Source: an optimization exercise on an open RTL-to-GDS flow (aim: small area, a short achievable clock period and few clock cycles per item). Production flows keep margins and buffers that such runs may drop. Where RTL was checked, it was by simulation tests only, not by an equivalence proof against the original.

==> module chacha20_stream_cipher_core, before the edit <==
module chacha20_stream_cipher_core #(
  parameter int unsigned DOUBLE_ROUNDS = 10
) (
  input  logic                clk_i,
  input  logic                rst_ni,
  input  logic                cfg_valid_i,
  output logic                cfg_ready_o,
  input  logic [2:0]          cfg_index_i,
  input  logic [63:0]         cfg_data_i,
  input  logic                in_valid_i,
  output logic                in_ready_o,
  input  logic [63:0]         in_text_word_0_i,
  input  logic [63:0]         in_text_word_1_i,
  input  logic [63:0]         in_text_word_2_i,
  input  logic [63:0]         in_text_word_3_i,
  input  logic [63:0]         in_text_word_4_i,
  input  logic [63:0]         in_text_word_5_i,
  input  logic [63:0]         in_text_word_6_i,
  input  logic [63:0]         in_text_word_7_i,
  input  logic [6:0]          in_byte_count_i,
  input  logic                in_restart_i,
  output logic                out_valid_o,
  input  logic                out_ready_i,
  output logic [63:0]         out_word_0_o,
  output logic [63:0]         out_word_1_o,
  output logic [63:0]         out_word_2_o,
  output logic [63:0]         out_word_3_o,
  output logic [63:0]         out_word_4_o,
  output logic [63:0]         out_word_5_o,
  output logic [63:0]         out_word_6_o,
  output logic [63:0]         out_word_7_o,
  output logic [6:0]          out_count_o
);
  localparam int unsigned NUM_ROUNDS = 2 * DOUBLE_ROUNDS;
  localparam int unsigned RND_W      = $clog2(NUM_ROUNDS + 1);
  localparam logic [RND_W-1:0] LAST_RND = RND_W'(NUM_ROUNDS);
  logic [3:0][63:0] key_q;
  logic [63:0]      nonce01_q;
  logic [31:0]      nonce2_q;
  logic [31:0]      ctr_init_q;
  logic [31:0]      ctr_q;
  logic             run_q;     
  logic             out_q;     
  logic             rdone_q;   
  logic [RND_W-1:0] rnd_q;
  logic [6:0]       count_q;
  logic [15:0][31:0] s_q, s_d;
  logic [15:0][31:0] init_s;
  logic [15:0][31:0] qin;
  logic [15:0][31:0] qout;
  logic [15:0][31:0] rot_s;
  logic [15:0][31:0] res_s;
  logic [7:0][63:0]  text;
  logic fin;
  logic start;
  logic hold;
  assign cfg_ready_o = 1'b1;
  always_ff @(posedge clk_i or negedge rst_ni) begin
    if (!rst_ni) begin
      key_q      <= '0;
      nonce01_q  <= '0;
      nonce2_q   <= '0;
      ctr_init_q <= '0;
    end else if (cfg_valid_i) begin
      case (cfg_index_i)
        3'd0: key_q[0]   <= cfg_data_i;
        3'd1: key_q[1]   <= cfg_data_i;
        3'd2: key_q[2]   <= cfg_data_i;
        3'd3: key_q[3]   <= cfg_data_i;
        3'd4: nonce01_q  <= cfg_data_i;
        3'd5: nonce2_q   <= cfg_data_i[31:0];
        3'd6: ctr_init_q <= cfg_data_i[31:0];
        default: ;
      endcase
    end
  end
  always_comb begin
    init_s[0]  = cc20_pkg::SIGMA_0;
    init_s[1]  = cc20_pkg::SIGMA_1;
    init_s[2]  = cc20_pkg::SIGMA_2;
    init_s[3]  = cc20_pkg::SIGMA_3;
    init_s[4]  = key_q[0][31:0];
    init_s[5]  = key_q[0][63:32];
    init_s[6]  = key_q[1][31:0];
    init_s[7]  = key_q[1][63:32];
    init_s[8]  = key_q[2][31:0];
    init_s[9]  = key_q[2][63:32];
    init_s[10] = key_q[3][31:0];
    init_s[11] = key_q[3][63:32];
    init_s[12] = ctr_q;
    init_s[13] = nonce01_q[31:0];
    init_s[14] = nonce01_q[63:32];
    init_s[15] = nonce2_q;
  end
  assign fin    = run_q && (rnd_q == LAST_RND);
  assign start  = !run_q && (!out_q || out_ready_i);
  assign hold   = out_q && !out_ready_i;
  assign in_ready_o  = fin;
  assign out_valid_o = out_q;
  assign out_count_o = count_q;
  always_ff @(posedge clk_i or negedge rst_ni) begin
    if (!rst_ni) begin
      run_q   <= 1'b0;
      out_q   <= 1'b0;
      rdone_q <= 1'b0;
      rnd_q   <= '0;
      ctr_q   <= '0;
      count_q <= '0;
    end else begin
      if (out_ready_i) begin
        out_q <= 1'b0;
      end
      if (fin) begin
        run_q   <= 1'b0;
        out_q   <= 1'b1;
        rdone_q <= 1'b0;
        ctr_q   <= ctr_q + 32'd1;
        count_q <= in_byte_count_i;
      end else if (run_q) begin
        rnd_q <= rnd_q + 1'b1;
      end else if (start) begin
        rnd_q <= RND_W'(1);
        if (in_valid_i && in_restart_i && !rdone_q) begin
          ctr_q   <= ctr_init_q;
          rdone_q <= 1'b1;
        end else begin
          run_q <= in_valid_i;
        end
      end
    end
  end
  assign qin = run_q ? s_q : init_s;
  for (genvar c = 0; c < 4; c++) begin : g_qr
    cc20_qr u_qr (
      .a_i (qin[c]),
      .b_i (qin[4 + c]),
      .c_i (qin[8 + c]),
      .d_i (qin[12 + c]),
      .a_o (qout[c]),
      .b_o (qout[4 + c]),
      .c_o (qout[8 + c]),
      .d_o (qout[12 + c])
    );
  end
  for (genvar r = 0; r < 4; r++) begin : g_row
    for (genvar c = 0; c < 4; c++) begin : g_col
      assign rot_s[4*r + c] = qout[4*r + ((r + 4 - c) % 4)];
    end
  end
  assign text[0] = in_text_word_0_i;
  assign text[1] = in_text_word_1_i;
  assign text[2] = in_text_word_2_i;
  assign text[3] = in_text_word_3_i;
  assign text[4] = in_text_word_4_i;
  assign text[5] = in_text_word_5_i;
  assign text[6] = in_text_word_6_i;
  assign text[7] = in_text_word_7_i;
  for (genvar w = 0; w < 16; w++) begin : g_res
    logic [31:0] ks;
    logic [32:0] cy;
    assign cy[0] = 1'b0;
    for (genvar i = 0; i < 32; i++) begin : g_fa
      assign ks[i]   = s_q[w][i] ^ init_s[w][i] ^ cy[i];
      assign cy[i+1] = (s_q[w][i] & init_s[w][i]) | (cy[i] & (s_q[w][i] ^ init_s[w][i]));
    end
    for (genvar b = 0; b < 4; b++) begin : g_byte
      assign res_s[w][8*b +: 8] =
        (in_byte_count_i > 7'(4*w + b)) ?
        (text[w/2][32*(w%2) + 8*b +: 8] ^ ks[8*b +: 8]) : 8'h00;
    end
  end
  always_comb begin
    if (fin) begin
      s_d = res_s;
    end else if (hold) begin
      s_d = s_q;
    end else begin
      s_d = rot_s;
    end
  end
  always_ff @(posedge clk_i) begin
    s_q <= s_d;
  end
  assign out_word_0_o = {s_q[1],  s_q[0]};
  assign out_word_1_o = {s_q[3],  s_q[2]};
  assign out_word_2_o = {s_q[5],  s_q[4]};
  assign out_word_3_o = {s_q[7],  s_q[6]};
  assign out_word_4_o = {s_q[9],  s_q[8]};
  assign out_word_5_o = {s_q[11], s_q[10]};
  assign out_word_6_o = {s_q[13], s_q[12]};
  assign out_word_7_o = {s_q[15], s_q[14]};
endmodule
Settings: LEC_CHECK=0, CAP_MARGIN=20, CORE_MARGIN=2, CORE_UTILIZATION=30, SLEW_MARGIN=20; clock period 30.0 ns.
run.sh (not shown) runs the stock make flow with config.mk's settings and CLKGATE_MAP_FILE= SYNTH_SCRIPT=/design/flow/synth_recipe.tcl, a recipe that flattens the netlist after the stock synthesis.
The baseline finished but failed the layout checks on antenna rules.
Testbench counts at the start, summed over its fixed seeds: cycles 8,080, items 384.
Rerun with:
--- a/flow/design.v
+++ b/flow/design.v
@@ -98,12 +98,13 @@
   logic [15:0][31:0] rot_s;
   logic [15:0][31:0] res_s;
   logic [7:0][63:0]  text;
   logic fin;
   logic start;
   logic hold;
+  logic undiag;
   assign cfg_ready_o = 1'b1;
   always_ff @(posedge clk_i or negedge rst_ni) begin
     if (!rst_ni) begin
       key_q      <= '0;
       nonce01_q  <= '0;
       nonce2_q   <= '0;
@@ -139,12 +140,13 @@
     init_s[14] = nonce01_q[63:32];
     init_s[15] = nonce2_q;
   end
   assign fin    = run_q && (rnd_q == LAST_RND);
   assign start  = !run_q && (!out_q || out_ready_i);
   assign hold   = out_q && !out_ready_i;
+  assign undiag = run_q && rnd_q[0];
   assign in_ready_o  = fin;
   assign out_valid_o = out_q;
   assign out_count_o = count_q;
   always_ff @(posedge clk_i or negedge rst_ni) begin
     if (!rst_ni) begin
       run_q   <= 1'b0;
@@ -188,31 +190,31 @@
       .c_o (qout[8 + c]),
       .d_o (qout[12 + c])
     );
   end
   for (genvar r = 0; r < 4; r++) begin : g_row
     for (genvar c = 0; c < 4; c++) begin : g_col
-      assign rot_s[4*r + c] = qout[4*r + ((r + 4 - c) % 4)];
+      if (r == 0 || r == 2) begin : g_fix
+        assign rot_s[4*r + c] = qout[4*r + ((c + r) % 4)];
+      end else begin : g_sel
+        assign rot_s[4*r + c] = undiag ? qout[4*r + ((c + 4 - r) % 4)]
+                                       : qout[4*r + ((c + r) % 4)];
+      end
     end
   end
   assign text[0] = in_text_word_0_i;
   assign text[1] = in_text_word_1_i;
   assign text[2] = in_text_word_2_i;
   assign text[3] = in_text_word_3_i;
   assign text[4] = in_text_word_4_i;
   assign text[5] = in_text_word_5_i;
   assign text[6] = in_text_word_6_i;
   assign text[7] = in_text_word_7_i;
   for (genvar w = 0; w < 16; w++) begin : g_res
     logic [31:0] ks;
-    logic [32:0] cy;
-    assign cy[0] = 1'b0;
-    for (genvar i = 0; i < 32; i++) begin : g_fa
-      assign ks[i]   = s_q[w][i] ^ init_s[w][i] ^ cy[i];
-      assign cy[i+1] = (s_q[w][i] & init_s[w][i]) | (cy[i] & (s_q[w][i] ^ init_s[w][i]));
-    end
+    assign ks = s_q[w] + init_s[w];
     for (genvar b = 0; b < 4; b++) begin : g_byte
       assign res_s[w][8*b +: 8] =
         (in_byte_count_i > 7'(4*w + b)) ?
         (text[w/2][32*(w%2) + 8*b +: 8] ^ ks[8*b +: 8]) : 8'h00;
     end
   end
Outcome: The new run completed with no timing, DRC or antenna violations; setup slack loses 1200 ps; cell count rose by 12%; area after synthesis increases by 11%; cell area grows by 10%; register-to-register slack got worse by 1200 ps; core utilization hardly moves.
No functional check of the RTL was part of the second run of this note.

## static timing again, ports no longer ideal
Ports are ideal in the flow. The routed layouts listed here were re-timed in OpenROAD. Step 1: set_driving_cell puts a clkbuf_16 on clk_i and a buf_2 on each other input, an assumption about the parent block. Step 2, shift: input delay + t, output delay - t, t = (earliest + latest rising clock arrival at the registers) / 2. This alone moves slack from input paths to output paths. Three values: ideal, step 1, step 2; two values: the first two.
| run | t (ns) | slack for setup (ns) | worst setup path after step 2 | clock arrival spread, ns | pins driven straight from the clock port |
|---|---|---|---|---|---|
| the first run | 1.006 | 13.242 / 13.242 / 13.242 | register to register | 0.125 / 0.125 | 1 |
| the second run | 0.992 | 12.052 / 12.052 / 12.052 | register to register | 0.057 / 0.056 | 1 |
